What follows belongs to an exercise in optimizing a design on an open flow for small area, a short achievable clock period and few clock cycles; a production flow would make more cautious choices. In this exercise RTL edits were held to simulation tests only and were not proved equivalent to the original. Power is estimated from default activity; no workload was simulated.

`flow/constraint.sdc`:
```
create_clock -name core_clock -period 10.0 [get_ports {clk}]
set_input_delay 2.0000 -clock core_clock [delete_from_list [all_inputs] [get_ports {clk}]]
set_output_delay 2.0000 -clock core_clock [all_outputs]
set_load 0.01 [all_outputs]
```
`flow/run.sh`:
```
#!/bin/bash
# synth_recipe.tcl (not shown) runs the flow's synth.tcl, then flattens the netlist and writes it again
# the make line also repeats each setting of config.mk as NAME=value (left out here)
make -C /OpenROAD-flow-scripts/flow DESIGN_CONFIG=/design/flow/config.mk WORK_HOME=/design/flow/orfs CLKGATE_MAP_FILE= SYNTH_SCRIPT=/design/flow/synth_recipe.tcl finish
```
`flow/design.v`:
```
module rv_mdu #(
  parameter int unsigned XLEN = 64
) (
  input  logic            clk,
  input  logic            rstn,
  input  logic            flush,
  input  logic            in_valid,
  output logic            in_ready,
  input  logic [3:0]      op,
  input  logic [XLEN-1:0] a,
  input  logic [XLEN-1:0] b,
  output logic            out_valid,
  input  logic            out_ready,
  output logic [XLEN-1:0] res
);
  typedef enum logic [2:0] {IDLE, SETUP, MUL, DIV, FIX, DONE} state_e;
  function automatic logic [6:0] lzc64(input logic [63:0] x);
    logic [31:0]      z1; logic [31:0]      c1;
    logic [15:0]      z2; logic [15:0][1:0] c2;
    logic [7:0]       z3; logic [7:0][2:0]  c3;
    logic [3:0]       z4; logic [3:0][3:0]  c4;
    logic [1:0]       z5; logic [1:0][4:0]  c5;
    logic             z6; logic [5:0]       c6;
    for (int i = 0; i < 32; i++) begin
      z1[i] = !x[2*i+1] && !x[2*i];
      c1[i] = !x[2*i+1];
    end
    for (int i = 0; i < 16; i++) begin
      z2[i] = z1[2*i+1] && z1[2*i];
      c2[i] = z1[2*i+1] ? {1'b1, c1[2*i]} : {1'b0, c1[2*i+1]};
    end
    for (int i = 0; i < 8; i++) begin
      z3[i] = z2[2*i+1] && z2[2*i];
      c3[i] = z2[2*i+1] ? {1'b1, c2[2*i]} : {1'b0, c2[2*i+1]};
    end
    for (int i = 0; i < 4; i++) begin
      z4[i] = z3[2*i+1] && z3[2*i];
      c4[i] = z3[2*i+1] ? {1'b1, c3[2*i]} : {1'b0, c3[2*i+1]};
    end
    for (int i = 0; i < 2; i++) begin
      z5[i] = z4[2*i+1] && z4[2*i];
      c5[i] = z4[2*i+1] ? {1'b1, c4[2*i]} : {1'b0, c4[2*i+1]};
    end
    z6 = z5[1] && z5[0];
    c6 = z5[1] ? {1'b1, c5[0]} : {1'b0, c5[1]};
    lzc64 = z6 ? 7'd64 : {1'b0, c6};
  endfunction
  state_e         st_q, st_d;
  logic           pend_q, pend_d;
  logic           rdy_q, vld_q;
  logic [6:0]     cnt_q, cnt_d;
  logic [3:0]     op_q, op_d;
  logic           rw_q, rw_d, neg_q, neg_d, fhi_q, fhi_d, fmh_q, fmh_d;
  logic [127:0]   r_q, r_d;
  logic [64:0]    d_q, d_d;
  logic           wop, isdiv, mlo, mhi, legal, sa_en, sb_en, sa, sb, bzero;
  logic [63:0]    mask, aw, bw, nega, negb, maga, magb;
  logic [6:0]     lza, lzb, lza_u;
  logic [4:0]     za, zb, zy;
  logic           ysel_a, sy, sx;
  logic [63:0]    ymag, xw, negx, magx, dmul;
  logic [7:0]     sd_raw;
  logic [5:0]     sd, sh_amt;
  logic [63:0]    sh_in;
  logic [64:0]    sh_out;
  logic [63:0]    fsrc, ninc_in;
  logic           ncin;
  always_comb begin
    wop    = op_q[3];
    isdiv  = op_q[2];
    mlo    = !op_q[2] && (op_q[1:0] == 2'b00);
    mhi    = !op_q[2] && (op_q[1:0] != 2'b00);
    legal  = !op_q[3] || op_q[2] || (op_q[1:0] == 2'b00);
    mask   = wop ? 64'h0000_0000_FFFF_FFFF : '1;
    aw     = r_q[127:64] & mask;
    bw     = d_q[63:0] & mask;
    if (op_q[2]) begin
      sa_en = !op_q[0];
      sb_en = !op_q[0];
    end else begin
      sa_en = (op_q[1:0] != 2'b11);
      sb_en = (op_q[1:0] == 2'b01) || (op_q[1:0] == 2'b00);
    end
    sa     = sa_en && (wop ? r_q[95] : r_q[127]);
    sb     = sb_en && (wop ? d_q[31] : d_q[63]);
    fsrc    = fhi_q ? r_q[127:64] : r_q[63:0];
    ninc_in = (st_q == FIX) ? fsrc : aw;
    ncin    = (st_q == FIX) ? (!fmh_q || (r_q[63:0] == '0)) : 1'b1;
    nega    = ~ninc_in + 64'(ncin);
    negb    = ~bw + 64'd1;
    maga   = (sa ? nega : aw) & mask;
    magb   = (sb ? negb : bw) & mask;
    bzero  = (bw == '0);
    lza    = lzc64((aw ^ {64{sa}}) & mask);
    lzb    = lzc64((bw ^ {64{sb}}) & mask);
    lza_u  = lza - 7'(sa);
    za     = lza_u[6:2];
    zb     = 5'((lzb - 7'(sb)) >> 2);
    ysel_a = (za >= zb);
    ymag   = ysel_a ? maga : magb;
    zy     = ysel_a ? za : zb;
    sy     = ysel_a ? sa : sb;
    sx     = ysel_a ? sb : sa;
    xw     = ysel_a ? bw : aw;
    negx   = ysel_a ? negb : nega;
    dmul   = (mlo ? sy : sx) ? negx : xw;
    sd_raw = 8'(lzb) - 8'(lza_u);
    sd     = sd_raw[7] ? 6'd0 : (sd_raw[6] ? 6'd63 : sd_raw[5:0]);
    sh_in  = isdiv ? magb : ymag;
    sh_amt = isdiv ? sd : {zy[3:0], 2'b00};
    sh_out = {1'b0, sh_in} << sh_amt;
  end
  logic [127:0] r_sh, mul_nx;
  logic [3:0]   nib;
  logic [65:0]  dif;
  logic         qbit;
  always_comb begin
    nib    = r_q[127:124];
    r_sh   = r_q << 4;
    mul_nx = r_sh
           + {64'b0, ({64{nib[0]}} & d_q[63:0])}
           + {63'b0, ({64{nib[1]}} & d_q[63:0]), 1'b0}
           + {62'b0, ({64{nib[2]}} & d_q[63:0]), 2'b0}
           + {61'b0, ({64{nib[3]}} & d_q[63:0]), 3'b0};
    dif    = {2'b0, r_q[63:0]} - {1'b0, d_q};
    qbit   = !dif[65];
  end
  logic acc_done;
  always_comb begin
    st_d   = st_q;
    pend_d = pend_q;
    cnt_d  = cnt_q;
    op_d   = op_q;
    rw_d   = rw_q;
    neg_d  = neg_q;
    fhi_d  = fhi_q;
    fmh_d  = fmh_q;
    r_d    = r_q;
    d_d    = d_q;
    acc_done = 1'b0;
    if (flush) begin
      st_d   = IDLE;
      pend_d = 1'b0;
    end else begin
      unique case (st_q)
        IDLE: if (in_valid) begin
          r_d[127:64] = a;
          d_d[63:0]   = b;
          op_d        = op;
          st_d        = SETUP;
        end
        SETUP: begin
          rw_d  = wop;
          fmh_d = mhi;
          if (!legal) begin
            r_d[63:0] = '0;
            st_d      = DONE;
          end else if (isdiv) begin
            r_d   = {{64{bzero}}, maga};
            d_d   = sh_out;
            cnt_d = 7'(sd) + 7'd1;
            neg_d = op_q[1] ? sa : (sa ^ sb) && !bzero;
            fhi_d = !op_q[1];
            if (bzero) st_d = (op_q[1] && !sa) ? DONE : FIX;
            else       st_d = DIV;
          end else begin
            r_d   = {sh_out[63:0], 64'b0};
            d_d   = {1'b0, dmul};
            cnt_d = 7'd16 - 7'(zy);
            neg_d = sa ^ sb;
            fhi_d = 1'b1;
            st_d  = (zy == 5'd16) ? DONE : MUL;
          end
        end
        MUL: begin
          r_d   = mul_nx;
          cnt_d = cnt_q - 7'd1;
          if (cnt_q == 7'd1) st_d = fmh_q ? FIX : DONE;
        end
        DIV: begin
          r_d   = {r_q[126:64], qbit, (qbit ? dif[63:0] : r_q[63:0])};
          d_d   = d_q >> 1;
          cnt_d = cnt_q - 7'd1;
          if (cnt_q == 7'd1) st_d = (fhi_q || neg_q) ? FIX : DONE;
        end
        FIX: begin
          r_d[63:0] = neg_q ? nega : fsrc;
          st_d      = DONE;
        end
        DONE: begin
          if (in_valid && !pend_q) begin
            r_d[127:64] = a;
            d_d[63:0]   = b;
            op_d        = op;
            acc_done    = 1'b1;
          end
          if (out_ready) begin
            st_d   = (pend_q || acc_done) ? SETUP : IDLE;
            pend_d = 1'b0;
          end else if (acc_done) begin
            pend_d = 1'b1;
          end
        end
        default: st_d = IDLE;
      endcase
    end
  end
  always_ff @(posedge clk or negedge rstn) begin
    if (!rstn) begin
      st_q   <= IDLE;
      pend_q <= 1'b0;
      rdy_q  <= 1'b1;
      vld_q  <= 1'b0;
    end else begin
      st_q   <= st_d;
      pend_q <= pend_d;
      rdy_q  <= (st_d == IDLE) || ((st_d == DONE) && !pend_d);
      vld_q  <= (st_d == DONE);
    end
  end
  always_ff @(posedge clk) begin
    cnt_q <= cnt_d;
    op_q  <= op_d;
    rw_q  <= rw_d;
    neg_q <= neg_d;
    fhi_q <= fhi_d;
    fmh_q <= fmh_d;
    r_q   <= r_d;
    d_q   <= d_d;
  end
  assign in_ready  = rdy_q;
  assign out_valid = vld_q;
  assign res       = rw_q ? {{32{r_q[31]}}, r_q[31:0]} : r_q[63:0];
endmodule
```
`flow/config.mk`:
```
export PLATFORM = sky130hd
export DESIGN_NAME = rv_mdu
export DESIGN_NICKNAME = rv_mdu
export VERILOG_FILES = /design/flow/design.v
export SDC_FILE = /design/flow/constraint.sdc
export NUM_CORES = 4
export LEC_CHECK = 0
export CAP_MARGIN = 20
export CORE_MARGIN = 2
export CORE_UTILIZATION = 40
export SLEW_MARGIN = 20
```
==> results.txt <==
## cell families (layout without fill, tap and decap cells)
group / Yosys count / in the layout / synth area share (%)
xor+xnor: 360 / 360 / 6.840
flops: 214 / 214 / 13.78
buf+inv: 779 / 954 / 6.886
mux: 223 / 223 / 5.080
fa+ha+maj: 353 / 353 / 12.57
simple gates: 2283 / 2283 / 23.95
other cells: 0 / 8 / 0
compound gates: 2187 / 2187 / 30.89
## synth_stat cells (all sizes together) (21+ instances only)
cell type / number
o21bai: 42
a2111oi: 22
buf: 169
or4: 37
nand2b: 37
fa: 189
clkbuf: 432
nor2: 695
a221oi: 76
nand3: 166
a211oi: 87
o31ai: 56
xor2: 103
a21oi: 539
nor3: 177
a31oi: 83
nand4: 111
edfxtp: 208
a311oi: 21
clkinv: 22
mux2i: 166
ha: 164
o21ai: 546
a221o: 24
o21a: 39
mux2: 55
nand2: 552
and4: 25
o221ai: 31
xnor2: 257
and2: 160
o22ai: 100
nor2b: 56
o211ai: 78
a222oi: 51
a21o: 116
inv: 156
a22oi: 55
or2: 27
nor4: 93
or3: 43
and3: 43
## per-layer routing
metal | wire length (microns) | GRT usage (%) | up-vias
met5 | 175 | 0.4006 | -
met4 | 32070 | 41.32 | 14
met3 | 38120 | 16.51 | 1327
met2 | 128100 | 74.40 | 4629
met1 | 111800 | 60.36 | 28242
li1 | - | - | 24111
## sequential cells by signal (all words and copies together) (netlist names), 3 cells and up
name / flops
st_q: 3
op_q: 4
cnt_q: 7
d_q: 65
r_q: 128
## power by group
| group | internal (mW) | switching [mW] |
|---|---|---|
| Sequential | 1.27 | 0.510 |
| Clock | 0.801 | 0.598 |
| Combinational | 6.55 | 12.1 |
## worst reg2reg max path: stages (launching register included)
cell	delay, ps
edfxtp_1	510
inv_2	880
buf_4	430
nor2_1	80
fa_1	520
fa_1	550
fa_1	500
ha_1	350
o21a_1	130
nor2_1	40
or3_1	360
o22a_1	270
o31ai_1	630
nand3b_1	190
nand3_1	360
o21ai_0	550
buf_4	410
a22o_1	500
nand4_1	510
nor3b_1	750
nand3_1	190
xnor2_1	180
a221oi_1	350
a21oi_1	120
## layout make-up
class	instances	area, sq um	share of cell area (%)
clock buffer	44	909.6	1.703
antenna	8	20.02	0.03748
timing repair buffer	714	6157	11.53
tap	1512	1892	3.542
clock inverter	18	265.3	0.4966
multi-input combinational	5406	37110	69.47
sequential	214	6397	11.98
inverter	178	668.1	1.251
## stage by stage
stage	hold slack, ps	setup slack (ps)	instance area, sq um
floorplan	594.2	625.3	46420
global placement	654.4	623.4	52140
detailed placement	666.7	687.5	52190
CTS	680.5	633.9	53360
global route	728.9	132.1	53400
finish	680.3	330.4	53420
## worst paths after layout
| kind | from | endpoint | slack, ps | cells after the start |
|---|---|---|---|---|
| worst min register to register | cnt_q[0]$_DFFE_PP_ | cnt_q[0]$_DFFE_PP_ | 680 | 1 |
| worst min-delay path | cnt_q[0]$_DFFE_PP_ | cnt_q[0]$_DFFE_PP_ | 680 | 1 |
| min in group asynchronous | rstn | st_q[1]$_DFF_PN0_ | 1620 | 1 |
| worst max-delay path | r_q[124]$_DFFE_PP_ | r_q[122]$_DFFE_PP_ | 330 | 23 |
| worst max register to register | r_q[124]$_DFFE_PP_ | r_q[122]$_DFFE_PP_ | 330 | 23 |
| max in group asynchronous | rstn | rdy_q$_DFF_PN1_ | 8090 | 1 |
## timing repair
action                     in CTS  in global routing
setup buffers                   0                  0
setup endpoints to repair       0                  1
resized for setup               0                  2
==> results.txt <==
- HPWL after DPL: 243.1 mm
- Clk slew on worst S/H paths: 70 ps
- Antenna viol nets, final: 0
- # port buffers: 202
- Fmax: 103.4 MHz
- Pwr dens: 408.1 mW/mm^2
- Grt ovf: 0
- Leak Pwr: 20.67 nW
- CP delay by family, top: compound AO/OA/AOI/OAI gates
- Syn_area_per_cell: 7.255 sq um
- Area of the mapped netlist: 0.04642 sq mm
- Syn_nets: 6,889
- Worst Clk Skew: 55.64 ps
- Cell taking the most area after synthesis: edfxtp_1
- Post-synth ARST share: 2.804%
- Die span in x: 344.7 microns
- Placed cells: 8,022
- Slew Viols, Final: 0
- Area Overhead vs Synth: 15.06%
- Seq/Total Area, Yosys: 13.78%
- Vias per cell: 7.206
- Core Footprint: 0.1147 sq mm
- Commonest non-fill, non-tap cell in the layout: nor2_1
- Die Area: 0.1188 sq mm
- Row count: 124
- Setup TNS: 0 ps
- I/O Pins: 203
- Tightest Pin Transition: 1253 ps
- Max rail drop VDD: 0.2381 mV
- Fraction of layout cells with a size suffix above 1: 11.67%
- Final Util: 46.59%
- CP startpoint kind: flop
- Worst path arrival time: 10,040 ps
- Root Buffer: clkbuf_16
- WP buf/inv: 3
- Largest cells by area after synthesis: edfxtp_1 13%, fa_1 8.2%, o21ai_0 5.8%
- # fillers: 11,801
- Drt total wl: 310.3 mm
- Yosys top cell area share: 13.45%
- Largest net degree at the start of global routing: 111
- Most frequent CP cell: fa_1
- DRC viols: 0
- Critical path type: flop to flop
- Clock Latency Late Sink: 660 ps
- Critical path capture point type: flop
- Antenna violations before repair: 15
- Critical path's slowest cell: inv_2
- YS warnings: 1
- CP Data Required Time: 10,370 ps
- EDFF count, synth: 208
- Total GRT Usage: 50.70%
- Tmin final: 9670 ps
- CTS buffer count: 35
- Sink Count: 214
- Clock buffer depth: 3
- CTS tree: done
- RSZ-0062 raised after global routing: false
- CP max stage delay: 880 ps
- Dominant register cell in the synthesized netlist: edfxtp_1
- Placer Congestion: 1.155
- Fin cells: 8,094
- Min-Delay Path Class: flop to flop
- Die height: 344.7 microns
- Most frequent cells in the layout: 682 x nor2_1, 547 x nand2_1, 533 x o21ai_0
- Setup Viol. Count Final: 0
- Power Total: 21.80 mW
- H-Tree Depth: 2
- Slew headroom: 15.89%
- Drt pass-1 iters: 10
- Hold buffer count at CTS: 0
- Critical path, cell by cell: inv_2 > buf_4 > nor2_1 > fa_1 > fa_1 > fa_1 > ha_1 > o21a_1 > nor2_1 > or3_1 > o22a_1 > o31ai_1 > nand3b_1 > nand3_1 > o21ai_0 > buf_4 > a22o_1 > nand4_1 > nor3b_1 > nand3_1 > xnor2_1 > a221oi_1 > a21oi_1
- Post-synth cell types: 122
- Initial core utilization: 40.49%
- Via count: 58,323
- Routed len/inst: 38.34 microns
- Syn Inst Count: 6,399
- Final Hold Vio Count: 0
- Drt initial violations: 9,204
- Vias in the first global route: 54,318
- Max Cap Violations: 0
- Outcome: complete, no violations
- Layout Nets: 7,039
- Final Cycle Share: 96.70%
- Global-route wire length before repair: 427.5 mm
- #FFs+latches synth: 214
- CP Max Fanout: 39
Testbench counts, summed over its fixed seeds: cycles 47,721.

==> separate check: timing with driven ports <==
The results above use ideal ports. As a check the final layout listed here was re-extracted and re-timed, cells and wires unchanged.
Step 1: set_driving_cell puts a clkbuf_16 on clk and a buf_2 on each other input, an assumption about the parent block.
Step 2 also shifts input and output timing later by t, the mid clock arrival at the registers, as if the neighbouring blocks saw the same clock.
a / b / c = ideal ports / drivers / drivers and shift; a / b = the first two.
t, ns: 0.724
setup slack, ns: 0.330 / 0.330 / 0.330
hold slack, ns: 0.680 / 0.680 / 0.680
slew at the worst register clock pin (ns): 0.08 / 0.08
After both steps this run still meets setup and hold. The setup slack of this run moves by 0.000 ns with the drivers and by 0.000 ns with both steps.
